From an optimization exercise on the open Yosys and OpenROAD flow, aimed at small area and a short achievable clock period; shortcuts taken in it are not production practice.
The RTL was checked by simulation tests, not by an equivalence proof against the original design.
No driver is modelled on the clock port, so clocking that relies on it looks cheaper here than on a real chip.
Power and IR drop assume default switching activity.

===== flow/config.mk =====
export PLATFORM = sky130hd
export DESIGN_NAME = exec_stage
export DESIGN_NICKNAME = exec_stage
export VERILOG_FILES = /design/flow/design.v
export SDC_FILE = /design/flow/constraint.sdc
export NUM_CORES = 4
export LEC_CHECK = 0
export CAP_MARGIN = 20
export CORE_MARGIN = 2
export CORE_UTILIZATION = 50
export CTS_BUF_LIST = sky130_fd_sc_hd__clkbuf_8
export CTS_CLUSTER_DIAMETER = 50
export CTS_CLUSTER_SIZE = 16
export SETUP_SLACK_MARGIN = 2.4
export SLEW_MARGIN = 20

===== flow/constraint.sdc =====
create_clock -name core_clock -period 4.5 [get_ports {clk}]
set_input_delay 0.9000 -clock core_clock [delete_from_list [all_inputs] [get_ports {clk}]]
set_output_delay 0.9000 -clock core_clock [all_outputs]
set_load 0.01 [all_outputs]

===== flow/design.v =====
package exec_pkg;
    typedef logic [32-1:0] word_t;     
    typedef logic [5-1:0] shamt_t;   
    typedef enum logic [4:0] {
        ALU_PA   = 5'd0,     
        ALU_PB   = 5'd1,     
        ALU_ADD  = 5'd2,
        ALU_SUB  = 5'd3,
        ALU_SUBU = 5'd4,
        ALU_OR   = 5'd5,
        ALU_AND  = 5'd6,
        ALU_XOR  = 5'd7,
        ALU_NOR  = 5'd8,
        ALU_SLT  = 5'd9,     
        ALU_SLTU = 5'd10,    
        ALU_SLL  = 5'd11,
        ALU_SRL  = 5'd12,
        ALU_SRA  = 5'd13,
        ALU_NOP  = 5'd14
    } alu_op_t;
    typedef enum logic [1:0] {
        A_RS   = 2'd0,       
        A_LINK = 2'd1,       
        A_EXT  = 2'd2,       
        A_SPC  = 2'd3        
    } src_a_t;
    typedef enum logic [1:0] {
        B_RT  = 2'd0,        
        B_EXT = 2'd1         
    } src_b_t;
    typedef enum logic [1:0] {
        FWD_NONE = 2'd0,     
        FWD_ALU  = 2'd1,     
        FWD_MEM  = 2'd2      
    } fwd_t;
    typedef logic [10-1:0] ctrl_t;
endpackage
module alu_logic (
    input  exec_pkg::word_t    p_i,
    input  exec_pkg::word_t    g_i,
    input  exec_pkg::ctrl_t    ctrl_i,
    input  exec_pkg::word_t    shift_i,     
    output exec_pkg::word_t    y_o
);
    localparam int W     = 32;
    localparam int LOG_W = 5;      
    logic [W-1:0] gp [0:LOG_W+1];    
    logic [W-1:0] pp [0:LOG_W+1];    
    logic [W-1:0] c;                 
    logic         arith;
    logic         cin;
    exec_pkg::word_t other;          
    exec_pkg::word_t y_c0;           
    exec_pkg::word_t y_c1;           
    logic         signs_differ;
    logic         lt_c0;             
    logic         lt_c1;             
    assign arith = ctrl_i[3];
    assign cin   = ctrl_i[4];
    assign gp[0] = g_i;
    assign pp[0] = p_i;
    for (genvar l = 0; l <= LOG_W; l++)
    begin : g_pfx
        for (genvar i = 0; i < W; i++)
        begin : g_bit
            localparam int STEP = (l == 0 || l == LOG_W) ? 1 : (1 << l);
            localparam bit ODD  = (i % 2) == 1;
            if ((l < LOG_W) ? (ODD && i >= STEP) : (!ODD && i >= 1))
            begin : g_op
                assign gp[l+1][i] = gp[l][i] | (pp[l][i] & gp[l][i-STEP]);
                assign pp[l+1][i] = pp[l][i] & pp[l][i-STEP];
            end
            else
            begin : g_pass
                assign gp[l+1][i] = gp[l][i];
                assign pp[l+1][i] = pp[l][i];
            end
        end
    end
    assign c = {gp[LOG_W+1][W-2:0], cin};
    assign other = ({W{ctrl_i[0]}} & ~(p_i | g_i))
                 | ({W{ctrl_i[1]}}  & p_i)
                 | ({W{ctrl_i[2]}} & g_i);
    assign signs_differ = ~p_i[W-1];
    assign lt_c0 = ctrl_i[6] ? (signs_differ ? g_i[W-1] :  p_i[W-1]) : ~g_i[W-1];
    assign lt_c1 = ctrl_i[6] ? (signs_differ ? g_i[W-1] : ~p_i[W-1]) : ~(g_i[W-1] | p_i[W-1]);
    assign y_c0 = other | ({W{arith}} &  p_i);
    assign y_c1 = other | ({W{arith}} & ~p_i);
    assign y_o[0] = (c[0] ? y_c1[0] : y_c0[0])
                  | (ctrl_i[5] & (c[W-1] ? lt_c1 : lt_c0))
                  | shift_i[0];
    for (genvar i = 1; i < W; i++)
    begin : g_pick
        assign y_o[i] = (c[i] ? y_c1[i] : y_c0[i]) | shift_i[i];
    end
endmodule
module barrel_shifter (
    input  exec_pkg::word_t    value_i,
    input  logic [3:0]         sh_lo_i,
    input  logic [3:0]         sh_hi_i,
    input  logic               sh_16_i,
    input  exec_pkg::ctrl_t    ctrl_i,
    output exec_pkg::word_t    y_o
);
    localparam int W = 32;
    logic             fill;
    logic [W+2:0]     val_f;         
    logic [W+11:0]    sh_a_f;
    logic [W+15:0]    sh_b_f;
    exec_pkg::word_t  sh_a;          
    exec_pkg::word_t  sh_b;          
    exec_pkg::word_t  sh_c;          
    assign fill  = ctrl_i[9] & value_i[W-1];    
    assign val_f = {{3{fill}}, value_i};
    for (genvar i = 0; i < W; i++)
    begin : g_sh_a
        assign sh_a[i] = (sh_lo_i[0] & val_f[i])
                       | (sh_lo_i[1] & val_f[i + 1])
                       | (sh_lo_i[2] & val_f[i + 2])
                       | (sh_lo_i[3] & val_f[i + 3]);
    end
    assign sh_a_f = {{12{fill}}, sh_a};
    for (genvar i = 0; i < W; i++)
    begin : g_sh_b
        assign sh_b[i] = (sh_hi_i[0] & sh_a_f[i])
                       | (sh_hi_i[1] & sh_a_f[i + 4])
                       | (sh_hi_i[2] & sh_a_f[i + 8])
                       | (sh_hi_i[3] & sh_a_f[i + 12]);
    end
    assign sh_b_f = {{16{fill}}, sh_b};
    for (genvar i = 0; i < W; i++)
    begin : g_out
        assign sh_c[i] = sh_16_i ? sh_b_f[i + 16] : sh_b[i];
        assign y_o[i]  = (ctrl_i[7] & sh_c[i])
                       | (ctrl_i[8]  & sh_c[W-1-i]);
    end
endmodule
module operand_select (
    input  logic               clk,
    input  logic               rst,
    input  logic               valid_i,
    input  exec_pkg::alu_op_t  alu_op_i,
    input  exec_pkg::src_a_t   src_a_i,
    input  exec_pkg::src_b_t   src_b_i,
    input  exec_pkg::fwd_t     fwd_a_i,
    input  exec_pkg::fwd_t     fwd_b_i,
    input  exec_pkg::fwd_t     fwd_st_i,
    input  logic               spc_clr_i,
    input  exec_pkg::word_t    rs_i,
    input  exec_pkg::word_t    rt_i,
    input  exec_pkg::word_t    ext_i,
    input  exec_pkg::word_t    pc_i,
    input  exec_pkg::word_t    fw_alu_i,
    input  exec_pkg::word_t    fw_mem_i,
    output logic               valid_o,
    output exec_pkg::ctrl_t    ctrl_o,
    output exec_pkg::word_t    p_o,         
    output exec_pkg::word_t    g_o,         
    output exec_pkg::word_t    store_o,
    output exec_pkg::word_t    spc_o,
    output logic [3:0]         sh_lo_o,     
    output logic [3:0]         sh_hi_o,     
    output logic               sh_16_o      
);
    exec_pkg::word_t st_fwd;
    exec_pkg::word_t link_addr;
    exec_pkg::word_t a_sel;
    exec_pkg::word_t b_sel;
    exec_pkg::ctrl_t ctrl;
    logic            zero_a;
    logic            zero_b;
    exec_pkg::word_t a_op;
    exec_pkg::word_t b_op;
    logic a_rs, a_fa, a_fm, a_link, a_ext, a_spc;
    logic b_rt, b_fa, b_fm, b_ext;
    logic s_rt, s_fa, s_fm;
    assign a_rs   = (src_a_i == exec_pkg::A_RS) & (fwd_a_i == exec_pkg::FWD_NONE);
    assign a_fa   = (src_a_i == exec_pkg::A_RS) & (fwd_a_i == exec_pkg::FWD_ALU);
    assign a_fm   = (src_a_i == exec_pkg::A_RS) & fwd_a_i[1];
    assign a_link = (src_a_i == exec_pkg::A_LINK);
    assign a_ext  = (src_a_i == exec_pkg::A_EXT);
    assign a_spc  = (src_a_i == exec_pkg::A_SPC);
    assign b_rt   = ~src_b_i[0] & (fwd_b_i == exec_pkg::FWD_NONE);
    assign b_fa   = ~src_b_i[0] & (fwd_b_i == exec_pkg::FWD_ALU);
    assign b_fm   = ~src_b_i[0] & fwd_b_i[1];
    assign b_ext  = src_b_i[0];
    assign s_rt   = (fwd_st_i == exec_pkg::FWD_NONE);
    assign s_fa   = (fwd_st_i == exec_pkg::FWD_ALU);
    assign s_fm   = fwd_st_i[1];
    exec_pkg::word_t carry;      
    assign carry[2:0] = 3'b100;
    for (genvar i = 3; i < 32; i++)
    begin : g_inc
        assign carry[i] = &pc_i[i-1:2];
    end
    assign link_addr = pc_i ^ carry;     
    assign a_sel = ({32{a_rs}}   & rs_i)
                 | ({32{a_fa}}   & fw_alu_i)
                 | ({32{a_fm}}   & fw_mem_i)
                 | ({32{a_link}} & link_addr)
                 | ({32{a_ext}}  & ext_i)
                 | ({32{a_spc}}  & spc_o);     
    assign b_sel = ({32{b_rt}}  & rt_i)
                 | ({32{b_fa}}  & fw_alu_i)
                 | ({32{b_fm}}  & fw_mem_i)
                 | ({32{b_ext}} & ext_i);
    assign st_fwd = ({32{s_rt}} & rt_i)
                  | ({32{s_fa}} & fw_alu_i)
                  | ({32{s_fm}} & fw_mem_i);
    always_comb
    begin
        ctrl = '0;
        case (alu_op_i)
            exec_pkg::ALU_PA,                                
            exec_pkg::ALU_PB,                                
            exec_pkg::ALU_XOR:  ctrl[1] = 1'b1;
            exec_pkg::ALU_ADD:  ctrl[3] = 1'b1;
            exec_pkg::ALU_SUB,
            exec_pkg::ALU_SUBU: begin ctrl[3] = 1'b1; ctrl[4] = 1'b1; end
            exec_pkg::ALU_OR:   begin ctrl[1] = 1'b1; ctrl[2] = 1'b1; end
            exec_pkg::ALU_AND:  ctrl[2] = 1'b1;
            exec_pkg::ALU_NOR:  ctrl[0] = 1'b1;
            exec_pkg::ALU_SLT:  begin ctrl[5] = 1'b1; ctrl[6] = 1'b1; ctrl[4] = 1'b1; end
            exec_pkg::ALU_SLTU: begin ctrl[5] = 1'b1; ctrl[4] = 1'b1; end
            exec_pkg::ALU_SLL:  ctrl[8] = 1'b1;
            exec_pkg::ALU_SRL:  ctrl[7] = 1'b1;
            exec_pkg::ALU_SRA:  begin ctrl[7] = 1'b1; ctrl[9] = 1'b1; end
            default: ;           
        endcase
    end
    exec_pkg::word_t b_rev;
    for (genvar i = 0; i < 32; i++)
    begin : g_rev
        assign b_rev[i] = ctrl[8] ? b_sel[32-1-i] : b_sel[i];
    end
    assign zero_a = (alu_op_i == exec_pkg::ALU_PB) | ctrl[8] | ctrl[7];
    assign zero_b = (alu_op_i == exec_pkg::ALU_PA);
    assign a_op   = a_sel & {32{~zero_a}};
    assign b_op   = (b_rev & {32{~zero_b}}) ^ {32{ctrl[4]}};
    always_ff @(posedge clk)
    begin
        if (!rst)
            spc_o <= '0;
        else if (spc_clr_i)
            spc_o <= '0;
        else if (valid_i)
            spc_o <= pc_i;
    end
    always_ff @(posedge clk)
    begin
        if (!rst)
            valid_o <= 1'b0;
        else
            valid_o <= valid_i;
    end
    always_ff @(posedge clk)
    begin
        ctrl_o  <= ctrl;
        p_o     <= a_op ^ b_op;
        g_o     <= {a_op[32-1:1] & b_op[32-1:1],
                    (a_op[0] & b_op[0]) | ((a_op[0] ^ b_op[0]) & ctrl[4])};
        sh_lo_o <= 4'b0001 << a_sel[1:0];
        sh_hi_o <= 4'b0001 << a_sel[3:2];
        sh_16_o <= a_sel[4];
        store_o <= st_fwd;
    end
endmodule
module result_stage (
    input  logic               clk,
    input  logic               rst,
    input  logic               valid_i,
    input  exec_pkg::ctrl_t    ctrl_i,
    input  exec_pkg::word_t    p_i,         
    input  exec_pkg::word_t    g_i,         
    input  exec_pkg::word_t    store_i,
    input  logic [3:0]         sh_lo_i,
    input  logic [3:0]         sh_hi_i,
    input  logic               sh_16_i,
    output logic               valid_o,
    output exec_pkg::word_t    result_o,
    output exec_pkg::word_t    store_data_o
);
    exec_pkg::word_t alu_y;
    exec_pkg::word_t shift_y;
    barrel_shifter i_shifter (
        .value_i  (p_i),
        .sh_lo_i (sh_lo_i),
        .sh_hi_i (sh_hi_i),
        .sh_16_i (sh_16_i),
        .ctrl_i   (ctrl_i),
        .y_o      (shift_y)
    );
    alu_logic i_alu (
        .p_i     (p_i),
        .g_i     (g_i),
        .ctrl_i  (ctrl_i),
        .shift_i (shift_y),
        .y_o     (alu_y)
    );
    always_ff @(posedge clk)
    begin
        if (!rst)
            valid_o <= 1'b0;
        else
            valid_o <= valid_i;
    end
    always_ff @(posedge clk)
    begin
        result_o     <= alu_y;
        store_data_o <= store_i;
    end
endmodule
module exec_stage (
    input  logic               clk,
    input  logic               rst,
    input  logic               valid_i,
    input  exec_pkg::alu_op_t  alu_op_i,
    input  exec_pkg::src_a_t   src_a_i,
    input  exec_pkg::src_b_t   src_b_i,
    input  exec_pkg::fwd_t     fwd_a_i,
    input  exec_pkg::fwd_t     fwd_b_i,
    input  exec_pkg::fwd_t     fwd_st_i,
    input  logic               spc_clr_i,
    input  exec_pkg::word_t    rs_i,
    input  exec_pkg::word_t    rt_i,
    input  exec_pkg::word_t    ext_i,
    input  exec_pkg::word_t    pc_i,
    input  exec_pkg::word_t    fw_alu_i,
    input  exec_pkg::word_t    fw_mem_i,
    output logic               valid_o,
    output exec_pkg::word_t    result_o,
    output exec_pkg::word_t    store_data_o,
    output exec_pkg::word_t    spc_o
);
    logic    op_valid;
    exec_pkg::ctrl_t   op_ctrl;
    exec_pkg::word_t   op_p;
    exec_pkg::word_t   op_g;
    exec_pkg::word_t   op_store;
    logic [3:0]        op_sh_lo;
    logic [3:0]        op_sh_hi;
    logic              op_sh_16;
    operand_select i_operand_select (
        .clk       (clk),
        .rst       (rst),
        .valid_i   (valid_i),
        .alu_op_i  (alu_op_i),
        .src_a_i   (src_a_i),
        .src_b_i   (src_b_i),
        .fwd_a_i   (fwd_a_i),
        .fwd_b_i   (fwd_b_i),
        .fwd_st_i  (fwd_st_i),
        .spc_clr_i (spc_clr_i),
        .rs_i      (rs_i),
        .rt_i      (rt_i),
        .ext_i     (ext_i),
        .pc_i      (pc_i),
        .fw_alu_i  (fw_alu_i),
        .fw_mem_i  (fw_mem_i),
        .valid_o   (op_valid),
        .ctrl_o    (op_ctrl),
        .p_o       (op_p),
        .g_o       (op_g),
        .store_o   (op_store),
        .spc_o     (spc_o),
        .sh_lo_o  (op_sh_lo),
        .sh_hi_o  (op_sh_hi),
        .sh_16_o  (op_sh_16)
    );
    result_stage i_result_stage (
        .clk          (clk),
        .rst          (rst),
        .valid_i      (op_valid),
        .ctrl_i       (op_ctrl),
        .p_i          (op_p),
        .g_i          (op_g),
        .store_i      (op_store),
        .sh_lo_i     (op_sh_lo),
        .sh_hi_i     (op_sh_hi),
        .sh_16_i     (op_sh_16),
        .valid_o      (valid_o),
        .result_o     (result_o),
        .store_data_o (store_data_o)
    );
endmodule

===== flow/flow/run.sh =====
#!/bin/bash
# The standard layout with two changes:
#  - Yosys's ABC step maps for area with the script in flow/area.abc
#    (registers, their names and cell types are untouched)
#  - no full/half adder cell extraction (ADDER_MAP_FILE empty)
#  - the resizer may swap cells of any footprint (MATCH_CELL_FOOTPRINT=0)
#  - every port gets the smallest buffer, sky130_fd_sc_hd__buf_1
# Each tool's output goes to a log file in this folder.
set -euo pipefail
HERE=$(pwd)

# synthesis script: the standard flow's, with the ABC script swapped
sed -e 's#^source \$::env(SCRIPTS_DIR)/synth_preamble.tcl$#&\nset abc_args [lreplace $abc_args 1 1 $::env(MY_ABC_SCRIPT)]#' \
    "$FLOW_HOME/scripts/synth.tcl" > my_synth_body.tcl
grep -q MY_ABC_SCRIPT my_synth_body.tcl
sed -e "s#^source \$::env(SCRIPTS_DIR)/synth.tcl\$#source $HERE/my_synth_body.tcl#" \
    synth_recipe.tcl > my_synth_recipe.tcl
grep -q my_synth_body my_synth_recipe.tcl

sed -e "s#SYNTH_SCRIPT=[^ ]*#SYNTH_SCRIPT=$HERE/my_synth_recipe.tcl MATCH_CELL_FOOTPRINT=0#" standard.sh > my_standard.sh
grep -q my_synth_recipe my_standard.sh

export MY_ABC_SCRIPT="$HERE/flow/map.abc"
export BUFFER_PORTS_ARGS="-buffer_cell sky130_fd_sc_hd__buf_1"
export ADDER_MAP_FILE=""
# after CTS: the result register's clock arrives later (flow/skew.tcl)
export POST_CTS_TCL="$HERE/flow/skew.tcl"
export SKEW_STAGES=2
export SKEW_CELL=sky130_fd_sc_hd__clkbuf_4
bash my_standard.sh > flow.log 2>&1

===== flow/flow/map.abc =====
&get -n
&st
&dch
&nf
&put
topo
stime -c

===== flow/flow/skew.tcl =====
# Post-CTS step: clock the result register (i_result_stage.result_o*) a
# little later than the rest, through extra clock buffers on its leaf
# clock nets. Its inputs all come from the operand stage's registers, so
# the later clock only lends time to those register-to-register paths
# (it takes time from the result_o output paths). Then re-run the timing
# repair with the new clock arrivals.
set stages [expr {[info exists ::env(SKEW_STAGES)] ? $::env(SKEW_STAGES) : 2}]
set cell   [expr {[info exists ::env(SKEW_CELL)] ? $::env(SKEW_CELL) : "sky130_fd_sc_hd__clkbuf_4"}]
set block  [ord::get_db_block]
set master [[ord::get_db] findMaster $cell]

set groups [dict create]
foreach inst [$block getInsts] {
  if {[string match {i_result_stage.result_o*} [$inst getName]]} {
    set net [[$inst findITerm CLK] getNet]
    dict lappend groups [$net getName] $inst
  }
}

set k 0
dict for {netname insts} $groups {
  set src [$block findNet $netname]
  set sx 0; set sy 0
  foreach inst $insts {
    set loc [$inst getLocation]
    incr sx [lindex $loc 0]; incr sy [lindex $loc 1]
  }
  set cx [expr {$sx / [llength $insts]}]
  set cy [expr {$sy / [llength $insts]}]
  set drv $src
  for {set s 0} {$s < $stages} {incr s} {
    set buf [odb::dbInst_create $block $master "clkskew_${k}_${s}"]
    set out [odb::dbNet_create $block "clkskew_net_${k}_${s}"]
    $out setSigType CLOCK
    [$buf findITerm A] connect $drv
    [$buf findITerm X] connect $out
    $buf setLocation $cx $cy
    $buf setPlacementStatus PLACED
    set drv $out
  }
  foreach inst $insts {
    set ck [$inst findITerm CLK]
    $ck disconnect
    $ck connect $drv
  }
  puts "clock skew: [llength $insts] result registers on $netname moved behind $stages x $cell"
  incr k
}

detailed_placement
check_placement -verbose
estimate_parasitics -placement
report_clock_skew
repair_timing_helper
detailed_placement
check_placement -verbose

===== flow/standard.sh =====
#!/bin/bash
# synth_recipe.tcl (not shown) runs the flow's synth.tcl, then flattens the netlist and writes it again
# the make line also repeats each setting of config.mk as NAME=value (left out here)
make -C /OpenROAD-flow-scripts/flow DESIGN_CONFIG=/design/flow/config.mk WORK_HOME=/design/flow/orfs CLKGATE_MAP_FILE= SYNTH_SCRIPT=/design/flow/synth_recipe.tcl "${@:-finish}"

==> results.sh, run 1 <==
export IMPL_status="finished clean"
export IMPL_ir_drop_mv=0.256
export IMPL_cp_common_cell="buf_12"
export IMPL_period_needed_ns=2.25
export IMPL_seq_area_frac_synth=0.363
export IMPL_setup_ws_ns=2.25
export IMPL_grt_total_usage=0.414
export IMPL_synthesis_area_mm2=0.0118
export IMPL_clk_pin_slew_worst_paths_ns=0.09
export IMPL_synth_ff_type="dfxtp_1"
export IMPL_core_mm2=0.0233
export IMPL_slew_limit_headroom=0.461
export IMPL_cp_data_arrival_time_ns=2.80
export IMPL_clock_sinks=213
export IMPL_pin_count=308
export IMPL_cts_tree="yes"
export IMPL_p_sw_w=0.00267
export IMPL_highest_layer="met4"
export IMPL_max_stage_delay_ns=0.41
export IMPL_gp_congestion=0.984
export IMPL_cp_start_kind="input pin"
export IMPL_p_sw_frac=0.392
export IMPL_cp_buffers_inverters=5
export IMPL_cpLargestDelayFamily="simple AND/OR/NAND/NOR gates"
export IMPL_synth_nets=1684
export IMPL_end_kind="flip-flop"
export IMPL_drive_above_1_share=0.262
export IMPL_vias=15400
export IMPL_power_frac_seq=0.371
export IMPL_clock_skew_ns=0.299
export IMPL_crit_fanout=8
export IMPL_yosys_warnings=5
export IMPL_clockPowerShare=0.288
export IMPL_combPwrFrac=0.341
export IMPL_start_util=0.505
export IMPL_drtIter0Drc=2805
export IMPL_period_share=0.501
export IMPL_crit_chain="buf_12 > or3b_4 > or2_4 > buf_12 > clkinvlp_4 > clkbuf_16 > buf_6 > nor2_4 > nor3_4 > xnor2_2 > xor2_1"
export IMPL_timing_setup_tns_ns=0
export IMPL_dp_hpwl_um=35500
export IMPL_synthCells=1473
export IMPL_power_w=0.00681
export IMPL_finalWirelength_um=56100
export IMPL_ys_ff_latch=213
export IMPL_crit_required_ns=5.05
export IMPL_detail_route_vias_per_cell=6.72
export IMPL_p_leak_nw=6.73
export IMPL_wl_per_cell_um=24.4
export IMPL_cpMaxStageDelayCell="or3b_4"
export IMPL_dieArea_mm2=0.0248
export IMPL_insertion_delay_ns=0.87
export IMPL_max_cap_viol_count=0
export IMPL_grt_pass1_vias=13600
export IMPL_antenna_found_initial=1
export IMPL_synth_avg_cell_area_um2=7.98
export IMPL_area_growth_pct=44.9
export IMPL_final_max_slew_viol_count=0
export IMPL_fin_nets=2165
export IMPL_ff2ff_setup_slack_ns=2.29
export IMPL_first_pass_iters=12
export IMPL_synthArstFlopShare=0
export IMPL_antenna_left=0
export IMPL_die_h_um=157
export IMPL_dr_wl_met2_um=25300
export IMPL_grt_pass1_wl_um=79300
export IMPL_wl_met1_um=19800
export IMPL_finalSetupViolations=0
export IMPL_wl_met3_um=7230
export IMPL_gr_total_overflow=0
export IMPL_rows=56
export IMPL_critPathKind="input pin to flip-flop"
export IMPL_hold_violations=0
export IMPL_p_int_w=0.00414
export IMPL_power_density_mw_per_mm2=400
export IMPL_synth_edf_count=0
export IMPL_final_core_util=0.732
export IMPL_hold_class="flip-flop to flip-flop"
export IMPL_grt_max_degree=37
export IMPL_place_ws_ns=1.04
export IMPL_drc=0
export IMPL_grt_setup_unrepaired="true"
export IMPL_die_x_um=157
export IMPL_max_freq_mhz=444
export IMPL_synth_cell_types=46
export IMPL_mostFrequentLayoutCells="nand2_1 (283), buf_1 (234), dfxtp_1 (163), nor2_1 (133), a222oi_1 (127)"
export IMPL_tightestPinTransition_ns=0.808
export IMPL_numPortBuffers=306
export IMPL_layout_commonest_cell="nand2_1"
==> logic make-up after synthesis <==
family	count (synthesis)	share of synthesized area
multiplexers	32	0.0272
flip-flops	213	0.363
AND/OR/NAND/NOR	644	0.236
buffers and inverters	14	0.00447
AO/OA/AOI/OAI	481	0.304
XOR/XNOR	89	0.0663
==> final timing paths <==
path	startpoint	to	cells after the start
setup / recovery	alu_op_i[2]	i_operand_select.p_o[22]	11
hold / removal	i_operand_select.store_o[8]	i_result_stage.store_data_o[8]	0
setup reg to reg	i_operand_select.sh_lo_o[0]	i_result_stage.result_o[18]	8
hold reg to reg	i_operand_select.store_o[8]	i_result_stage.store_data_o[8]	0
==> per-stage QoR <==
stage	cells	cell area [um2]	hold WS [ns]
6_report	2295	17000	0.327
5_1_grt	2294	17000	0.335
3_5_place_dp	2128	13700	0.312
3_3_place_gp	2128	13700	0.310
2_1_floorplan	1473	11900	0.310
==> registers in the layout (all words and copies together), names as in the netlist <==
name / count
i_result_stage.valid_o: 1
i_result_stage.result_o: 32
i_operand_select.p_o: 32
i_operand_select.ctrl_o: 10
i_operand_select.sh_16_o: 1
i_operand_select.sh_lo_o: 4
i_operand_select.g_o: 32
i_operand_select.valid_o: 1
i_operand_select.store_o: 32
i_operand_select.spc_o: 32
i_result_stage.store_data_o: 32
i_operand_select.sh_hi_o: 4
==> worst reg2reg max path: stages, from the launching register on <==
cell and delay, ns:
dfxtp_4 0.40, buf_8 0.16, a222oi_1 0.44, nand2_1 0.14, buf_4 0.16, a222oi_1 0.39, a22oi_2 0.17, a222oi_1 0.33
nand3_1 0.15
==> cell type report, without the clock buffers <==
class	instances	area, um2
timing repair inverter	1	7.51
inverter	14	60.1
antenna	1	2.50
buffer	18	135
multi-input combinational	1247	8760
sequential	213	4350
timing repair buffer	431	2650
fill	1861	6230
clock inverter	21	262
tap	319	399
==> synthesized netlist by cell type (5+ instances only) <==
| cell type | number | area share |
|---|---|---|
| clkinv_1 | 14 | 0.0045 |
| a21o_1 | 13 | 0.0083 |
| a22o_1 | 5 | 0.0037 |
| a221oi_1 | 21 | 0.016 |
| dfxtp_1 | 213 | 0.36 |
| nor2b_1 | 10 | 0.0053 |
| mux2i_1 | 32 | 0.027 |
| a222oi_1 | 127 | 0.11 |
| a22oi_1 | 69 | 0.044 |
| nand2_1 | 289 | 0.092 |
| nor3b_1 | 18 | 0.011 |
| nor2_1 | 188 | 0.060 |
| nand3_1 | 39 | 0.017 |
| and3_1 | 15 | 0.0080 |
| xor2_1 | 41 | 0.031 |
| and4_1 | 6 | 0.0045 |
| nand4_1 | 13 | 0.0069 |
| and2_0 | 7 | 0.0037 |
| a21boi_0 | 14 | 0.0089 |
| nor3_1 | 47 | 0.020 |
| xnor2_1 | 48 | 0.036 |
| a221o_1 | 14 | 0.012 |
| o21ai_0 | 77 | 0.033 |
| a21oi_1 | 102 | 0.043 |
| o211ai_1 | 7 | 0.0045 |
==> metal layers <==
layer  vias to the layer above  track usage
met5                         -            0
met4                         0        0.203
met3                       275       0.0873
met2                      1310        0.661
met1                      7144        0.531
li1                       6695            -
==> power by group through the flow <==
| stage | clock network [W] | logic (W) | registers, W |
|---|---|---|---|
| 3_5_place_dp | 0 | 0.00162 | 0.00254 |
| 2_1_floorplan | 0 | 0.000972 | 0.00247 |
| 5_1_grt | 0.00208 | 0.00244 | 0.00255 |
| 6_report | 0.00196 | 0.00232 | 0.00253 |
| 3_3_place_gp | 0 | 0.00161 | 0.00253 |
==> run 2, diff against run 1 <==
--- a/flow/flow/run.sh
+++ b/flow/flow/run.sh
@@ -1,11 +1,17 @@
 #!/bin/bash
-# The standard layout with two changes:
-#  - Yosys's ABC step maps for area with the script in flow/area.abc
-#    (registers, their names and cell types are untouched)
-#  - no full/half adder cell extraction (ADDER_MAP_FILE empty)
+# The standard layout (standard.sh, ORFS) with these changes:
+#  - synthesis: the ABC mapping step runs flow/map.abc (a delay-driven
+#    &nf mapping with area recovery) instead of ORFS's abc_speed script,
+#    and no full/half adder cells are extracted (ADDER_MAP_FILE empty), so
+#    the RTL's prefix adder reaches ABC as gates. Registers, their names
+#    and cell types are as in the standard flow's synthesis.
+#  - every port gets the smallest buffer, sky130_fd_sc_hd__buf_1
 #  - the resizer may swap cells of any footprint (MATCH_CELL_FOOTPRINT=0)
-#  - every port gets the smallest buffer, sky130_fd_sc_hd__buf_1
-# Each tool's output goes to a log file in this folder.
+#  - after CTS, flow/skew.tcl gives the result register (result_o) a later
+#    clock through extra clock buffers, lending time to the paths from the
+#    operand registers into it, then repairs timing again
+# Each tool's output goes to a log file in this folder (flow.log, and
+# ORFS's per-step logs under orfs/logs).
 set -euo pipefail
 HERE=$(pwd)
 
==> flow/flow/map.abc (replaced) <==
&get -n
&st
&dch
&nf
&st
&dch
&nf
&put
topo
stime -c
--- a/flow/config.mk
+++ b/flow/config.mk
@@ -11,5 +11,5 @@
 export CTS_BUF_LIST = sky130_fd_sc_hd__clkbuf_8
 export CTS_CLUSTER_DIAMETER = 50
 export CTS_CLUSTER_SIZE = 16
-export SETUP_SLACK_MARGIN = 2.4
+export SETUP_SLACK_MARGIN = 2.2
 export SLEW_MARGIN = 20
==> run 2 against run 1 <==
  * Still clean on timing, DRC and antenna
  * Register-to-register slack got worse by 0.02 ns
  * Power is 9.5% lower
  * Flip-flop and latch count stayed put
  * Largest power group unchanged
  * Highest routed layer is now met5
==> results.sh, run 2 <==
export IMPL_antenna_left=0
export IMPL_p_leak_nw=5.55
export IMPL_clock_skew_ns=0.271
export IMPL_critPathKind="input pin to flip-flop"
export IMPL_ys_ff_latch=213
export IMPL_ir_drop_mv=0.265
export IMPL_fin_nets=2070
export IMPL_die_h_um=156
export IMPL_numPortBuffers=306
export IMPL_hold_class="flip-flop to flip-flop"
export IMPL_final_max_slew_viol_count=0
export IMPL_antenna_cells=0
export IMPL_yosysTopAreaCell="dfxtp_1"
export IMPL_mostFrequentLayoutCells="buf_1 (289), nand2_1 (225), dfxtp_1 (180), a222oi_1 (144), a21oi_1 (118)"
export IMPL_power_density_mw_per_mm2=404
export IMPL_yosys_cell_count_top_type="nand2_1"
export IMPL_use_met2=0.657
export IMPL_use_met1=0.528
export IMPL_grt_setup_unrepaired="true"
export IMPL_rr_worst_depth=8
export IMPL_tightestPinTransition_ns=0.776
export IMPL_grt_pass1_vias=13700
export IMPL_pin_count=308
export IMPL_first_pass_iters=12
export IMPL_cts_tree="yes"
export IMPL_gp_congestion=0.998
export IMPL_status="finished clean"
export IMPL_clk_pin_slew_worst_paths_ns=0.08
export IMPL_die_x_um=156
export IMPL_wl_per_cell_um=24.2
export IMPL_crit_fanout=32
export IMPL_cp_start_kind="input pin"
export IMPL_synth_edf_count=0
export IMPL_finalWirelength_um=52300
export IMPL_hold_start="i_operand_select.g_o[30]"
export IMPL_synth_top_cell_area_share=0.368
export IMPL_synthArstFlopShare=0
export IMPL_antenna_found_initial=1
export IMPL_synth_ff_type="dfxtp_1"
export IMPL_synth_area_leaders="dfxtp_1 (37%), a222oi_1 (12%), nand2_1 (7.3%), a21oi_1 (5.7%), o21ai_0 (5.1%)"
export IMPL_r2r_start="i_operand_select.sh_lo_o[0]"
export IMPL_placed_area_mm2=0.0135
export IMPL_ff2ff_setup_slack_ns=2.27
export IMPL_period_share=0.518
export IMPL_drive_above_1_share=0.158
export IMPL_area_growth_pct=31.7
export IMPL_period_needed_ns=2.33
export IMPL_postLayoutCellArea_mm2=0.0152
export IMPL_cp_data_arrival_time_ns=2.76
export IMPL_min_to="i_result_stage.result_o[30]"
export IMPL_synth_avg_cell_area_um2=8.19
export IMPL_dieArea_mm2=0.0244
export IMPL_clock_sinks=213
export IMPL_synth_nets=1624
export IMPL_max_cap_viol_count=0
export IMPL_gr_total_overflow=0
export IMPL_synthesis_area_mm2=0.0116
export IMPL_layout_commonest_cell="buf_1"
export IMPL_rows=55
export IMPL_final_core_util=0.671
export IMPL_grt_max_degree=45
export IMPL_start_util=0.510
export IMPL_vias=15000
export IMPL_max_freq_mhz=429
export IMPL_timing_setup_tns_ns=0
export IMPL_synth_common_cells="nand2_1 (226), dfxtp_1 (213), a222oi_1 (144)"
export IMPL_synth_cell_types=48
export IMPL_detail_route_vias_per_cell=6.94
export IMPL_finalSetupViolations=0
export IMPL_synthCells=1413
export IMPL_grtUsageMet3=0.0919
export IMPL_core_mm2=0.0227
export IMPL_grt_total_usage=0.410
export IMPL_drc=0
export IMPL_end_kind="flip-flop"
export IMPL_hold_violations=0
export IMPL_seq_area_frac_synth=0.368
export IMPL_drtIter0Drc=3097
export IMPL_crit_required_ns=4.93
export IMPL_rr_endpoint="i_result_stage.result_o[22]"
export IMPL_grt_busiest_layer="met2"
export IMPL_min_path_cells=1
export IMPL_dp_hpwl_um=36400
export IMPL_insertion_delay_ns=0.83
export IMPL_grt_pass1_wl_um=78200
export IMPL_slew_limit_headroom=0.482
export IMPL_yosys_warnings=5
==> run 2: cell types whose count changed in the layout (fill, tap and decap cells not counted), moves of 29 or more <==
cell / before / now
clkinv_1: 12 / 62
nand2_1: 283 / 225
nor2_4: 35 / 2
buf_1: 234 / 289
nor2_1: 133 / 69
o21ai_0: 45 / 99
buf_6: 35 / 6
mux2i_1: 32 / 0
a31oi_1: 3 / 39
a21oi_1: 82 / 118
==> run 2: worst max-delay path by stage <==
stage / from / endpoint / slack (ns) / cells after the start
after floorplan: alu_op_i[3] / i_operand_select.p_o[3] / 1.38 / 8
after global placement: pc_i[2] / i_operand_select.p_o[31] / 1.24 / 9
after detailed placement: pc_i[2] / i_operand_select.p_o[31] / 1.23 / 9
after global routing: alu_op_i[0] / i_operand_select.p_o[3] / 2.13 / 10
final: fwd_b_i[1] / i_operand_select.g_o[17] / 2.17 / 9
==> run 2: cell families after synthesis <==
group	share of synthesized area
flops	0.368
buf+inv	0.0214
compound gates	0.390
xor+xnor	0.0567
simple gates	0.164
==> run 2: power by group <==
part,internal [W],leakage [nW],switching (W)
combinational,0.000818,3.44,0.00121
sequential,0.00215,1.78,0.000359
clock,0.000772,0.330,0.000855
total,0.00374,5.55,0.00243
==> run 2: critical path, cell delays in order <==
cell	delay [ns]
clkbuf_2	0.13
nor2b_2	0.18
buf_12	0.18
a222oi_1	0.34
nand2_1	0.16
o21ai_1	0.16
nor2_1	0.07
xnor2_1	0.16
a311oi_2	0.46
==> run 2: layer usage <==
layer / wire (um) / vias to the layer above
li1: - / 6570
met1: 19300 / 7009
met2: 23500 / 1212
met3: 6680 / 201
met4: 2820 / 2
met5: 16 / -
==> run 2: cell type report, without the clock buffers <==
cell class	count	area, um2
fill	2029	7470
tap	285	357
clock inverter	19	168
timing repair buffer	404	2050
sequential	213	4340
inverter	66	255
multi-input combinational	1135	7610
buffer	14	105
==> run 2: per-stage QoR <==
step	instances	setup slack [ns]	hold WS [ns]	total power [W]
finish	2162	2.17	0.248	0.00616
floorplan	1413	1.38	0.310	0.00345
global route	2162	2.13	0.258	0.00641
detailed placement	2043	1.23	0.312	0.00416
global placement	2043	1.24	0.310	0.00414
==> run 3, diff against run 2 <==
==> flow/flow/map.abc (replaced) <==
&get -n
&st
&dch
&nf
&put
topo
stime -c
==> run 3 against run 2 <==
  * Power increased by 0.28%
  * Combinational power is 7% lower
  * Largest power group unchanged
  * Via count decreased by 2.3%
  * Global-route usage down 1.5 points
  * Still clean
  * Hold slack better by 0.0058 ns
  * Sequential share of layout area about the same
  * Die area is 1.5% higher
  * Largest cell class unchanged
  * Final cell count rose by 3.1%
  * Sequential power grew 3%
  * Area after synthesis grew 1.6%
==> results.sh, run 3 <==
export IMPL_place_ws_ns=1.10
export IMPL_timing_setup_tns_ns=0
export IMPL_finalSetupViolations=0
export IMPL_synth_avg_cell_area_um2=7.98
export IMPL_first_pass_iters=13
export IMPL_synth_common_cells="nand2_1 (289), dfxtp_1 (213), nor2_1 (188)"
export IMPL_gr_total_overflow=0
export IMPL_synthCells=1473
export IMPL_synth_edf_count=0
export IMPL_max_stage_delay_ns=0.52
export IMPL_setup_ws_ns=2.20
export IMPL_antenna_found_initial=2
export IMPL_gp_congestion=0.968
export IMPL_nFillCells=2105
export IMPL_ir_drop_mv=0.242
export IMPL_antenna_left=0
export IMPL_clock_sinks=213
export IMPL_crit_fanout=15
export IMPL_synthArstFlopShare=0
export IMPL_dieArea_mm2=0.0248
export IMPL_max_cap_viol_count=0
export IMPL_detail_route_vias_per_cell=6.57
export IMPL_pin_count=308
export IMPL_numPortBuffers=306
export IMPL_status="finished clean"
export IMPL_finalWirelength_um=51600
export IMPL_synth_ff_type="dfxtp_1"
export IMPL_grt_total_usage=0.396
export IMPL_wl_met3_um=6540
export IMPL_core_mm2=0.0233
export IMPL_rows=56
export IMPL_seq_area_frac_synth=0.363
export IMPL_synth_top_cell_area_share=0.363
export IMPL_ys_ff_latch=213
export IMPL_end_kind="flip-flop"
export IMPL_clk_pin_slew_worst_paths_ns=0.10
export IMPL_die_x_um=157
export IMPL_grt_max_degree=37
export IMPL_cp_start_kind="input pin"
export IMPL_grt_pass1_vias=13100
export IMPL_cp_data_arrival_time_ns=2.76
export IMPL_slew_limit_headroom=0.373
export IMPL_highest_layer="met5"
export IMPL_hold_class="flip-flop to flip-flop"
export IMPL_hold_violations=0
export IMPL_vias=14700
export IMPL_cpMaxStageDelayCell="a21o_2"
export IMPL_drtIter0Drc=2619
export IMPL_p_leak_nw=5.84
export IMPL_mostFrequentLayoutCells="buf_1 (297), nand2_1 (288), dfxtp_1 (187), nor2_1 (183), a222oi_1 (127)"
export IMPL_tightestPinTransition_ns=0.939
export IMPL_critPathKind="input pin to flip-flop"
export IMPL_wl_met1_um=19500
export IMPL_yosys_cell_count_top_type="nand2_1"
export IMPL_cp_buffers_inverters=1
export IMPL_yosys_warnings=5
export IMPL_crit_required_ns=4.96
export IMPL_start_util=0.505
export IMPL_grt_setup_unrepaired="true"
export IMPL_synth_area_leaders="dfxtp_1 (36%), a222oi_1 (11%), nand2_1 (9.2%), nor2_1 (6.0%), a22oi_1 (4.4%)"
export IMPL_dr_wl_met2_um=22700
export IMPL_cpLargestDelayFamily="simple AND/OR/NAND/NOR gates"
export IMPL_area_growth_pct=29.2
export IMPL_crit_chain="clkbuf_2 > or3b_4 > nor2_2 > a21o_2 > xnor2_1 > xor2_1"
export IMPL_layout_commonest_cell="buf_1"
export IMPL_period_share=0.512
export IMPL_synth_nets=1684
export IMPL_period_needed_ns=2.30
export IMPL_die_h_um=157
export IMPL_synth_cell_types=46
export IMPL_antenna_cells=0
export IMPL_final_max_slew_viol_count=0
export IMPL_max_freq_mhz=434
export IMPL_postLayoutCellArea_mm2=0.0152
export IMPL_wl_per_cell_um=23.2
export IMPL_grt_pass1_wl_um=76100
export IMPL_yosysTopAreaCell="dfxtp_1"
export IMPL_fin_nets=2103
export IMPL_clock_skew_ns=0.294
export IMPL_insertion_delay_ns=0.84
export IMPL_placed_area_mm2=0.0137
export IMPL_cts_tree="yes"
export IMPL_synthesis_area_mm2=0.0118
export IMPL_dp_hpwl_um=35600
export IMPL_drive_above_1_share=0.126
export IMPL_drc=0
export IMPL_power_density_mw_per_mm2=407
run 3: changes by cell type in the layout (fill, tap and decap cells not counted), moves of 32 or more:
cell and delta:
buf_4 -35, nand2_1 +63, mux2i_1 +32, a31oi_1 -36, o21ai_0 -45, nor2_1 +114
clkinv_1 -50
run 3: power breakdown:
group / internal, W / switching [W]
clock: 0.000795 / 0.000911
combinational: 0.000755 / 0.00114
sequential: 0.00214 / 0.000442
total: 0.00369 / 0.00249
run 3: routing by layer:
layer  vias to the layer above  GRT usage
met3                       193     0.0812
li1                       6572          -
met5                         -          0
met2                      1117      0.611
met1                      6767      0.530
met4                         4      0.186
run 3: tightest hold or removal path: stages, from the launching register on:
cell and delay [ns]:
dfxtp_1 0.36, a222oi_1 0.08, nand3_1 0.07
run 3: final timing paths:
| kind | slack (ns) | startpoint | cells past startpoint | to |
|---|---|---|---|---|
| min reg2reg | 0.25 | i_operand_select.g_o[15] | 2 | i_result_stage.result_o[15] |
| max | 2.20 | alu_op_i[2] | 6 | i_operand_select.p_o[18] |
| max reg2reg | 2.25 | i_operand_select.sh_lo_o[1] | 8 | i_result_stage.result_o[31] |
| min | 0.25 | i_operand_select.g_o[15] | 2 | i_result_stage.result_o[15] |
run 3: stage by stage:
stage               utilization  hold slack [ns]  std cells  power (W)
floorplan                     -            0.310       1473    0.00344
global placement          0.587            0.310       2127    0.00414
detailed placement        0.587            0.312       2127    0.00416
global route              0.653            0.276       2229    0.00644
finish                    0.653            0.253       2229    0.00618
run 3: final cells by class, without the clock buffers:
type	instances	area [um2]	area share
repair inverters	1	7.51	0.000494
plain buffers	16	120	0.00790
well taps	319	399	0.0263
flip-flops and latches	213	4320	0.284
inverters	14	60.1	0.00395
repair buffers	374	1790	0.118
clock inverters	17	181	0.0119
multi-input cells	1247	7930	0.522
run 3: cell families after synthesis:
kind of cell / synth area share
AND/OR/NAND/NOR: 0.236
buffers and inverters: 0.00447
flip-flops: 0.363
XOR/XNOR: 0.0663
AO/OA/AOI/OAI: 0.304
multiplexers: 0.0272
==> run 4, diff against run 3 <==
--- a/flow/config.mk
+++ b/flow/config.mk
@@ -11,5 +11,5 @@
 export CTS_BUF_LIST = sky130_fd_sc_hd__clkbuf_8
 export CTS_CLUSTER_DIAMETER = 50
 export CTS_CLUSTER_SIZE = 16
-export SETUP_SLACK_MARGIN = 2.2
+export SETUP_SLACK_MARGIN = 2.1
 export SLEW_MARGIN = 20
==> run 4 against run 3 <==
  * Still clean
  * Critical path depth increased by 2
  * Area after synthesis unchanged
  * Clock skew decreased by 0.0038 ns
  * Register-to-register slack got worse by 0.06 ns
  * Sequential share of layout area increased by 0.49 points
  * Hold slack improved by 0.016 ns
  * Synthesized cell count unchanged
  * Global-route usage decreased by 1.0 points
  * Sequential power decreased by 2%
  * Clock power increased by 5%
  * Largest cell class unchanged
  * Largest power group unchanged
==> results.sh, run 4 <==
export IMPL_grt_max_degree=37
export IMPL_synthAdderAreaFrac=0
export IMPL_synth_cell_types=46
export IMPL_start_util=0.505
export IMPL_grt_total_usage=0.386
export IMPL_detail_route_vias_per_cell=6.51
export IMPL_gp_congestion=0.998
export IMPL_synth_avg_cell_area_um2=7.98
export IMPL_antenna_found_initial=0
export IMPL_status="finished clean"
export IMPL_pin_count=308
export IMPL_postLayoutCellArea_mm2=0.0148
export IMPL_grt_setup_unrepaired="true"
export IMPL_combPwrFrac=0.296
export IMPL_power_density_mw_per_mm2=414
export IMPL_cp_buffers_inverters=1
export IMPL_min_to="i_result_stage.result_o[15]"
export IMPL_core_mm2=0.0233
export IMPL_wl_per_cell_um=22.7
export IMPL_clock_sinks=213
export IMPL_synthArstFlopShare=0
export IMPL_synthesis_area_mm2=0.0118
export IMPL_crit_chain="buf_1 > nand4_1 > nor2_1 > nand4_1 > xor2_1 > nor2_1 > o21ai_1 > xor2_1"
export IMPL_dieArea_mm2=0.0248
export IMPL_vias=14500
export IMPL_p_leak_nw=5.72
export IMPL_synth_edf_count=0
export IMPL_hold_violations=0
export IMPL_ys_ff_latch=213
export IMPL_synth_area_leaders="dfxtp_1 (36%), a222oi_1 (11%), nand2_1 (9.2%), nor2_1 (6.0%), a22oi_1 (4.4%)"
export IMPL_drive_above_1_share=0.101
export IMPL_die_x_um=157
export IMPL_hold_start="i_operand_select.g_o[15]"
export IMPL_rr_endpoint="i_result_stage.result_o[29]"
export IMPL_synthXorXnorAreaFrac=0.0663
export IMPL_placed_cells=2134
export IMPL_drc=0
export IMPL_ir_drop_mv=0.320
export IMPL_hold_class="flip-flop to flip-flop"
export IMPL_end_kind="flip-flop"
export IMPL_timing_setup_tns_ns=0
export IMPL_p_sw_frac=0.397
export IMPL_crit_required_ns=5.01
export IMPL_synth_nets=1684
export IMPL_fin_cells=2219
export IMPL_cts_tree="yes"
export IMPL_p_sw_w=0.00244
export IMPL_cp_data_arrival_time_ns=2.86
export IMPL_dp_hpwl_um=35800
export IMPL_die_h_um=157
export IMPL_crit_fanout=6
export IMPL_gr_total_overflow=0
export IMPL_yosys_warnings=5
export IMPL_synthCells=1473
export IMPL_first_pass_iters=13
export IMPL_power_frac_seq=0.411
export IMPL_critPathKind="input pin to flip-flop"
export IMPL_area_growth_pct=26.1
export IMPL_numPortBuffers=306
export IMPL_max_freq_mhz=426
export IMPL_grt_pass1_wl_um=74300
export IMPL_seq_area_frac_synth=0.363
export IMPL_layout_commonest_cell="buf_1"
export IMPL_synth_ff_type="dfxtp_1"
export IMPL_tightestPinTransition_ns=1.06
export IMPL_max_stage_delay_ns=0.42
export IMPL_finalSetupViolations=0
export IMPL_final_max_slew_viol_count=0
export IMPL_period_needed_ns=2.35
export IMPL_synth_top_cell_area_share=0.363
export IMPL_rr_worst_depth=7
export IMPL_period_share=0.521
export IMPL_synth_top_family_by_area="compound AO/OA/AOI/OAI gates"
export IMPL_grt_pass1_vias=13100
export IMPL_clock_skew_ns=0.290
export IMPL_max_cap_viol_count=0
export IMPL_power_w=0.00613
export IMPL_insertion_delay_ns=0.84
export IMPL_synth_compound_area_frac=0.304
export IMPL_antenna_cells=0
export IMPL_rows=56
export IMPL_cp_start_kind="input pin"
export IMPL_fin_nets=2094
export IMPL_min_path_cells=2
export IMPL_cpMaxStageDelayCell="nor2_1"
export IMPL_clk_pin_slew_worst_paths_ns=0.10
export IMPL_mostFrequentLayoutCells="buf_1 (299), nand2_1 (289), dfxtp_1 (201), nor2_1 (186), a222oi_1 (127)"
export IMPL_synthMuxAreaShare=0.0272
export IMPL_clockPowerShare=0.293
export IMPL_yosys_cell_count_top_type="nand2_1"
export IMPL_yosysTopAreaCell="dfxtp_1"
export IMPL_cpLargestDelayFamily="simple AND/OR/NAND/NOR gates"
export IMPL_p_int_w=0.00370
export IMPL_placed_area_mm2=0.0137
export IMPL_finalWirelength_um=50300
export IMPL_synth_common_cells="nand2_1 (289), dfxtp_1 (213), nor2_1 (188)"
export IMPL_antenna_left=0
export IMPL_r2r_start="i_operand_select.p_o[9]"
export IMPL_slew_limit_headroom=0.294
export IMPL_ff2ff_setup_slack_ns=2.19
export IMPL_drtIter0Drc=2577
export IMPL_yosys_area_share_simple=0.236
run 4: cell types whose count changed in the layout (fill, tap and decap cells not counted), sizes merged:
| cell | previous run | this run |
|---|---|---|
| clkbuf | 54 | 48 |
| clkinv | 18 | 19 |
| buf | 364 | 360 |
| a21o | 14 | 13 |
| clkinvlp | 6 | 4 |
| bufinv | 0 | 2 |
run 4: worst max path at each step:
| stage | start | end | cells past startpoint |
|---|---|---|---|
| floorplan | fwd_a_i[0] | i_operand_select.p_o[2] | 7 |
| global placement | i_operand_select.p_o[1] | i_result_stage.result_o[31] | 7 |
| detailed placement | i_operand_select.p_o[1] | i_result_stage.result_o[31] | 7 |
| global route | fwd_b_i[1] | i_operand_select.p_o[7] | 9 |
| finish | pc_i[19] | i_operand_select.p_o[31] | 8 |
run 4: layout make-up, without the clock buffers:
class | count | area [um2]
Sequential cell | 213 | 4290
Timing Repair inverter | 1 | 7.51
Timing Repair Buffer | 366 | 1640
Tap cell | 319 | 399
Fill cell | 2174 | 8430
Buffer | 16 | 120
Multi-Input combinational cell | 1246 | 7730
Inverter | 14 | 56.3
Clock inverter | 18 | 231
run 4: metal layers:
layer,track usage,vias up,share of wire
met5,0,-,0
met4,0.208,0,0.063
met3,0.0843,207,0.12
met2,0.595,1118,0.44
met1,0.503,6584,0.38
li1,-,6546,-
run 4: kinds of logic after synthesis:
family                 Yosys count
flip-flops                     213
buffers and inverters           14
AO/OA/AOI/OAI                  481
AND/OR/NAND/NOR                644
XOR/XNOR                        89
multiplexers                    32
run 4: power groups by stage:
stage,Clock [W],Combinational [W],Sequential [W]
after floorplan,0,0.000968,0.00247
after global placement,0,0.00163,0.00253
after detailed placement,0,0.00164,0.00253
after global routing,0.00190,0.00195,0.00254
final,0.00180,0.00181,0.00252
run 4: through the flow:
| stage | hold WS, ns | util | worst slack, ns |
|---|---|---|---|
| after floorplan | 0.310 | - | 1.77 |
| after global placement | 0.310 | 0.590 | 1.13 |
| after detailed placement | 0.312 | 0.590 | 1.17 |
| after global routing | 0.309 | 0.637 | 2.06 |
| final | 0.270 | 0.637 | 2.15 |
run 4: worst reg2reg max path, cell delays in order, from the launching register on:
cell      delay, ns
dfxtp_2        0.43
a21oi_2        0.29
o21ai_0        0.18
a221o_1        0.32
a221o_1        0.41
a21o_1         0.24
a221o_1        0.36
o211ai_1       0.19
==> run 5, diff against run 4 <==
--- a/flow/config.mk
+++ b/flow/config.mk
@@ -7,9 +7,9 @@
 export LEC_CHECK = 0
 export CAP_MARGIN = 20
 export CORE_MARGIN = 2
-export CORE_UTILIZATION = 50
+export CORE_UTILIZATION = 56
 export CTS_BUF_LIST = sky130_fd_sc_hd__clkbuf_8
 export CTS_CLUSTER_DIAMETER = 50
 export CTS_CLUSTER_SIZE = 16
-export SETUP_SLACK_MARGIN = 2.1
+export SETUP_SLACK_MARGIN = 2.2
 export SLEW_MARGIN = 20
==> run 5 against run 4 <==
  * Via count increased by 3.8%
  * Clock power decreased by 5%
  * Final cell count shrank 1.2%
  * Largest cell class unchanged
  * Global-route usage rose by 5.3 points
  * First-iteration DRC count rose by 6.9%
  * Sequential power about the same
  * Combinational power grew 4%
  * Critical path type is now flip-flop to flip-flop
  * Fmax hardly changed
  * Area after synthesis unchanged
  * Synthesized cell count unchanged
==> results.sh, run 5 <==
export IMPL_cp_start_kind="flip-flop"
export IMPL_start_util=0.565
export IMPL_place_ws_ns=0.965
export IMPL_synth_edf_count=0
export IMPL_hold_violations=0
export IMPL_cp_buffers_inverters=1
export IMPL_pin_count=308
export IMPL_setup_ws_ns=2.15
export IMPL_timing_setup_tns_ns=0
export IMPL_yosys_warnings=5
export IMPL_gp_congestion=1.03
export IMPL_seq_area_frac_synth=0.363
export IMPL_antenna_found_initial=3
export IMPL_grt_pass1_vias=13500
export IMPL_drc=0
export IMPL_synth_cell_types=46
export IMPL_crit_path_end="i_result_stage.result_o[6]"
export IMPL_tightestPinTransition_ns=0.960
export IMPL_synth_ff_type="dfxtp_1"
export IMPL_antenna_left=0
export IMPL_synthesis_area_mm2=0.0118
export IMPL_clock_skew_ns=0.293
export IMPL_period_needed_ns=2.35
export IMPL_end_kind="flip-flop"
export IMPL_rows=53
export IMPL_finalSetupViolations=0
export IMPL_cp_data_arrival_time_ns=3.07
export IMPL_status="finished clean"
export IMPL_die_h_um=149
export IMPL_path_depth=4
export IMPL_power_density_mw_per_mm2=404
export IMPL_period_share=0.521
export IMPL_gr_total_overflow=0
export IMPL_detail_route_vias_per_cell=6.84
export IMPL_synth_top_cell_area_share=0.363
export IMPL_crit_start="i_operand_select.ctrl_o[3]"
export IMPL_critPathKind="flip-flop to flip-flop"
export IMPL_clk_pin_slew_worst_paths_ns=0.09
export IMPL_cpLargestDelayFamily="buffers and inverters"
export IMPL_cts_tree="yes"
export IMPL_layout_commonest_cell="buf_1"
export IMPL_crit_chain="clkinv_1 > o21ai_0 > a21oi_1 > o21ai_0"
export IMPL_hold_class="flip-flop to flip-flop"
export IMPL_die_x_um=149
export IMPL_ff2ff_setup_slack_ns=2.15
export IMPL_cp_common_cell="o21ai_0"
export IMPL_rr_endpoint="i_result_stage.result_o[6]"
export IMPL_mostFrequentLayoutCells="buf_1 (290), nand2_1 (288), dfxtp_1 (192), nor2_1 (183), a222oi_1 (127)"
export IMPL_r2r_start="i_operand_select.ctrl_o[3]"
export IMPL_postLayoutCellArea_mm2=0.0152
export IMPL_grt_setup_unrepaired="true"
export IMPL_ir_drop_mv=0.299
export IMPL_hold_slack_ns=0.265
export IMPL_synthCells=1473
export IMPL_max_stage_delay_ns=0.91
export IMPL_synth_common_cells="nand2_1 (289), dfxtp_1 (213), nor2_1 (188)"
export IMPL_area_growth_pct=29.2
export IMPL_power_w=0.00615
export IMPL_ys_ff_latch=213
export IMPL_dp_hpwl_um=35200
export IMPL_wl_per_cell_um=23.7
export IMPL_placed_area_mm2=0.0136
export IMPL_insertion_delay_ns=0.85
export IMPL_dieArea_mm2=0.0222
export IMPL_slew_limit_headroom=0.359
export IMPL_core_mm2=0.0208
export IMPL_finalWirelength_um=51900
export IMPL_final_max_slew_viol_count=0
export IMPL_clock_sinks=213
export IMPL_drtIter0Drc=2754
export IMPL_grt_total_usage=0.439
export IMPL_numPortBuffers=306
export IMPL_first_pass_iters=19
export IMPL_max_freq_mhz=426
export IMPL_yosysTopAreaCell="dfxtp_1"
export IMPL_synth_area_leaders="dfxtp_1 (36%), a222oi_1 (11%), nand2_1 (9.2%), nor2_1 (6.0%), a22oi_1 (4.4%)"
export IMPL_rr_worst_depth=4
export IMPL_fin_nets=2111
export IMPL_crit_required_ns=5.23
export IMPL_yosys_cell_count_top_type="nand2_1"
export IMPL_grt_pass1_wl_um=76100
export IMPL_nFillCells=1702
export IMPL_vias=15000
export IMPL_max_cap_viol_count=0
export IMPL_p_leak_nw=5.91
export IMPL_grt_max_degree=37
export IMPL_synth_nets=1684
export IMPL_synthArstFlopShare=0
export IMPL_drive_above_1_share=0.131
export IMPL_crit_fanout=26
export IMPL_cpMaxStageDelayCell="clkinv_1"
export IMPL_synth_avg_cell_area_um2=7.98
[run 5: cell counts after synthesis]
No cell type changed its count.
[run 5: worst register-to-register path: stages (launching register included)]
cell	delay, ns
dfxtp_1	0.74
clkinv_1	0.91
o21ai_0	0.62
a21oi_1	0.08
o21ai_0	0.15
[run 5: worst min-delay path by stage]
stage                                      endpoint  slack [ns]                    startpoint  cells past startpoint
global placement    i_result_stage.store_data_o[14]        0.31  i_operand_select.store_o[14]                      0
finish                  i_result_stage.result_o[15]        0.27      i_operand_select.g_o[15]                      2
detailed placement   i_result_stage.store_data_o[4]        0.31   i_operand_select.store_o[4]                      0
global route            i_result_stage.result_o[15]        0.30      i_operand_select.g_o[15]                      2
floorplan            i_result_stage.store_data_o[0]        0.31   i_operand_select.store_o[0]                      0
[run 5: layout make-up, without the clock buffers]
class / instances / area, um2 / area share
diodes: 3 / 7.51 / 0.000494
repair inverters: 1 / 7.51 / 0.000494
well taps: 275 / 344 / 0.0226
inverters: 14 / 60.1 / 0.00395
plain buffers: 16 / 120 / 0.00790
repair buffers: 383 / 1860 / 0.122
clock inverters: 14 / 190 / 0.0125
multi-input cells: 1248 / 7950 / 0.523
flip-flops and latches: 213 / 4300 / 0.283
[run 5: metrics by stage]
stage / instances / util
after floorplan: 1473 / -
after global placement: 2087 / 0.655
after detailed placement: 2087 / 0.655
after global routing: 2192 / 0.730
final: 2193 / 0.730
[run 5: power breakdown]
part           switching (W)  leakage [nW]  internal, W
logic                0.00115          3.80     0.000736
registers           0.000416          1.77      0.00213
clock network       0.000864         0.340     0.000847
[run 5: kinds of logic after synthesis]
family,count (synthesis),share of synthesized area
simple gates,644,0.236
compound gates,481,0.304
flops,213,0.363
xor+xnor,89,0.0663
mux,32,0.0272
buf+inv,14,0.00447
[run 5: routing by layer]
| metal | wire length [um] | global-route usage |
|---|---|---|
| met3 | 7330 | 0.105 |
| met2 | 22800 | 0.682 |
| met5 | 0 | 0 |
| met4 | 3700 | 0.242 |
| met1 | 18100 | 0.562 |
==> run 6, diff against run 5 <==
--- a/flow/flow/run.sh
+++ b/flow/flow/run.sh
@@ -7,6 +7,7 @@
 #    and cell types are as in the standard flow's synthesis.
 #  - every port gets the smallest buffer, sky130_fd_sc_hd__buf_1
 #  - the resizer may swap cells of any footprint (MATCH_CELL_FOOTPRINT=0)
+#  - the clock tree has no dummy load cells (CTS_ARGS)
 #  - after CTS, flow/skew.tcl gives the result register (result_o) a later
 #    clock through extra clock buffers, lending time to the paths from the
 #    operand registers into it, then repairs timing again
@@ -29,6 +30,8 @@
 export MY_ABC_SCRIPT="$HERE/flow/map.abc"
 export BUFFER_PORTS_ARGS="-buffer_cell sky130_fd_sc_hd__buf_1"
 export ADDER_MAP_FILE=""
+# clock tree: as ORFS builds it with config.mk's CTS settings, without dummy load cells
+export CTS_ARGS="-sink_clustering_enable -repair_clock_nets -dont_use_dummy_load -sink_clustering_size 16 -sink_clustering_max_diameter 50 -buf_list sky130_fd_sc_hd__clkbuf_8"
 # after CTS: the result register's clock arrives later (flow/skew.tcl)
 export POST_CTS_TCL="$HERE/flow/skew.tcl"
 export SKEW_STAGES=2
--- a/flow/config.mk
+++ b/flow/config.mk
@@ -7,7 +7,7 @@
 export LEC_CHECK = 0
 export CAP_MARGIN = 20
 export CORE_MARGIN = 2
-export CORE_UTILIZATION = 56
+export CORE_UTILIZATION = 50
 export CTS_BUF_LIST = sky130_fd_sc_hd__clkbuf_8
 export CTS_CLUSTER_DIAMETER = 50
 export CTS_CLUSTER_SIZE = 16
==> run 6 against run 5 <==
  * Routed wire length increased by 1.2%
  * Hold slack about the same
  * Sequential share of layout area up 0.079 points
  * Sequential power barely moved
  * Critical path type is now input pin to flip-flop
  * Setup slack better by 0.018 ns
  * Cell area increased by 0.16%
  * Flip-flop and latch count stayed put
  * Highest routed layer is now met5
  * Area after synthesis unchanged
  * Die area is 12% higher
  * Clock skew rose by 0.031 ns
==> results.sh, run 6 <==
export IMPL_max_freq_mhz=430
export IMPL_synth_common_cells="nand2_1 (289), dfxtp_1 (213), nor2_1 (188)"
export IMPL_grt_max_degree=37
export IMPL_cp_data_arrival_time_ns=2.81
export IMPL_grt_pass1_wl_um=76200
export IMPL_finalWirelength_um=52500
export IMPL_crit_required_ns=4.98
export IMPL_mostFrequentLayoutCells="buf_1 (293), nand2_1 (286), dfxtp_1 (189), nor2_1 (182), a222oi_1 (127)"
export IMPL_antenna_left=0
export IMPL_critPathKind="input pin to flip-flop"
export IMPL_gr_total_overflow=0
export IMPL_crit_fanout=35
export IMPL_status="finished clean"
export IMPL_period_needed_ns=2.33
export IMPL_layout_commonest_cell="buf_1"
export IMPL_drtIter0Drc=2734
export IMPL_numPortBuffers=306
export IMPL_synth_cell_types=46
export IMPL_fin_nets=2122
export IMPL_slew_limit_headroom=0.377
export IMPL_drc=0
export IMPL_area_growth_pct=29.4
export IMPL_detail_route_vias_per_cell=6.64
export IMPL_dp_hpwl_um=35600
export IMPL_clock_skew_ns=0.325
export IMPL_finalSetupViolations=0
export IMPL_pin_count=308
export IMPL_dieArea_mm2=0.0248
export IMPL_insertion_delay_ns=0.84
export IMPL_hold_slack_ns=0.266
export IMPL_max_cap_viol_count=0
export IMPL_grt_setup_unrepaired="true"
export IMPL_yosys_cell_count_top_type="nand2_1"
export IMPL_period_share=0.517
export IMPL_seq_area_frac_synth=0.363
export IMPL_crit_chain="buf_8 > nor3b_4 > buf_6 > a222oi_1 > nand2_1 > nor2_1 > nor3_2 > xnor2_1 > xor2_1"
export IMPL_cpMaxStageDelayCell="a222oi_1"
export IMPL_clock_sinks=213
export IMPL_yosysTopAreaCell="dfxtp_1"
export IMPL_final_core_util=0.654
export IMPL_wl_per_cell_um=23.6
export IMPL_power_density_mw_per_mm2=387
export IMPL_die_h_um=157
export IMPL_synth_edf_count=0
export IMPL_synth_top_family_by_area="compound AO/OA/AOI/OAI gates"
export IMPL_synthXorXnorAreaFrac=0.0663
export IMPL_first_pass_iters=14
export IMPL_cp_start_kind="input pin"
export IMPL_hold_class="flip-flop to flip-flop"
export IMPL_hold_violations=0
export IMPL_synthArstFlopShare=0
export IMPL_synth_avg_cell_area_um2=7.98
export IMPL_ys_ff_latch=213
export IMPL_core_mm2=0.0233
export IMPL_yosys_warnings=5
export IMPL_synth_ff_type="dfxtp_1"
export IMPL_p_leak_nw=5.88
export IMPL_grt_pass1_vias=13200
export IMPL_clk_pin_slew_worst_paths_ns=0.10
export IMPL_grt_total_usage=0.397
export IMPL_max_stage_delay_ns=0.42
export IMPL_synthesis_area_mm2=0.0118
export IMPL_end_kind="flip-flop"
export IMPL_vias=14800
export IMPL_synth_nets=1684
export IMPL_synth_compound_area_frac=0.304
export IMPL_start_util=0.505
export IMPL_synthMuxAreaShare=0.0272
export IMPL_synth_area_leaders="dfxtp_1 (36%), a222oi_1 (11%), nand2_1 (9.2%), nor2_1 (6.0%), a22oi_1 (4.4%)"
export IMPL_yosys_area_share_simple=0.236
export IMPL_synthCells=1473
export IMPL_antenna_found_initial=3
export IMPL_drive_above_1_share=0.131
export IMPL_postLayoutCellArea_mm2=0.0152
export IMPL_placed_area_mm2=0.0137
export IMPL_final_max_slew_viol_count=0
export IMPL_ir_drop_mv=0.220
export IMPL_synth_top_cell_area_share=0.363
export IMPL_synthAdderAreaFrac=0
export IMPL_die_x_um=157
export IMPL_rows=56
export IMPL_gp_congestion=0.968
export IMPL_timing_setup_tns_ns=0
export IMPL_tightestPinTransition_ns=0.933
export IMPL_cts_tree="yes"
==> run 6: layout make-up, without the clock buffers <==
cell class	count	area, um2
fillers	2115	8040
inverters	14	60.1
well taps	319	399
flip-flops and latches	213	4320
repair inverters	2	12.5
repair buffers	392	2000
multi-input cells	1247	7970
plain buffers	16	120
diodes	1	2.50
==> run 6: report_power, final <==
group	internal, W	switching, W
clock	0.000646	0.000708
combinational	0.000795	0.00116
sequential	0.00214	0.000433
total	0.00358	0.00230
==> run 6: path summary, 6_finish.rpt <==
check,startpoint,to,slack [ns],depth (start not counted)
setup / recovery,src_b_i[0],i_operand_select.p_o[30],2.17,9
hold / removal,i_operand_select.g_o[15],i_result_stage.result_o[15],0.27,2
setup reg to reg,i_operand_select.p_o[13],i_result_stage.result_o[0],2.31,7
hold reg to reg,i_operand_select.g_o[15],i_result_stage.result_o[15],0.27,2
==> run 6: per-stage QoR <==
step / total power, W / std cells / setup slack [ns]
2_1_floorplan: 0.00344 / 1473 / 1.77
3_3_place_gp: 0.00414 / 2127 / 1.14
3_5_place_dp: 0.00416 / 2127 / 1.10
5_1_grt: 0.00613 / 2228 / 2.12
6_report: 0.00588 / 2229 / 2.17
==> run 6: critical path, delay by kind of cell <==
family	cells	cell delay, ns
AND/OR/NAND/NOR	4	0.54
buffers and inverters	2	0.48
XOR/XNOR	2	0.43
AO/OA/AOI/OAI	1	0.42
==> run 6: routing by layer <==
| metal | vias up | track usage | part of all wire |
|---|---|---|---|
| met4 | 2 | 0.202 | 0.061 |
| met2 | 1194 | 0.607 | 0.44 |
| li1 | 6596 | - | - |
| met5 | - | 0 | 0.00021 |
| met3 | 216 | 0.0856 | 0.13 |
| met1 | 6785 | 0.527 | 0.37 |
==> run 6: logic make-up after synthesis <==
| kind of cell | count (synthesis) |
|---|---|
| AO/OA/AOI/OAI | 481 |
| AND/OR/NAND/NOR | 644 |
| buffers and inverters | 14 |
| XOR/XNOR | 89 |
| flip-flops | 213 |
| multiplexers | 32 |

==> separate check: timing with driven ports <==
The flow's constraints put no driver on any port. The routed layouts listed below were extracted and timed again, unchanged, in two steps. Step 1 (the two cells are an assumption about what drives the block):
set clk [get_ports {clk}]
set_driving_cell -lib_cell sky130_fd_sc_hd__clkbuf_16 $clk
set_driving_cell -lib_cell sky130_fd_sc_hd__buf_2 [delete_from_list [all_inputs] $clk]
Step 2, shift: input delay + t, output delay - t, t = (earliest + latest rising clock arrival at the registers) / 2. This alone moves slack from input paths to output paths. Three values: ideal ports, drivers, drivers and shift; two values: the first two.
| run | t (ns) | setup slack, ns | worst setup path at the end | latest minus earliest clock arrival (ns) | worst register clock-pin slew, ns |
|---|---|---|---|---|---|
| run 1 | 0.766 | 2.247 / 2.237 / 1.471 | input to register | 0.299 / 0.299 | 0.10 / 0.10 |
| run 2 | 0.742 | 2.170 / 2.164 / 1.422 | input to register | 0.282 / 0.282 | 0.11 / 0.11 |
| run 3 | 0.740 | 2.196 / 2.212 / 1.472 | input to register | 0.295 / 0.294 | 0.11 / 0.11 |
| run 4 | 0.744 | 2.155 / 2.150 / 1.406 | input to register | 0.290 / 0.290 | 0.11 / 0.11 |
| run 5 | 0.749 | 2.155 / 2.155 / 1.440 | input to register | 0.293 / 0.294 | 0.10 / 0.10 |
| run 6 | 0.720 | 2.172 / 2.170 / 1.450 | input to register | 0.325 / 0.324 | 0.10 / 0.10 |
In run 6 the clock reaches the registers at very different times; t lies between them, and the last value is a rough guide only. For run 1, which loses most, drivers alone change the setup slack by -0.010 ns; drivers and shift together by -0.776 ns.
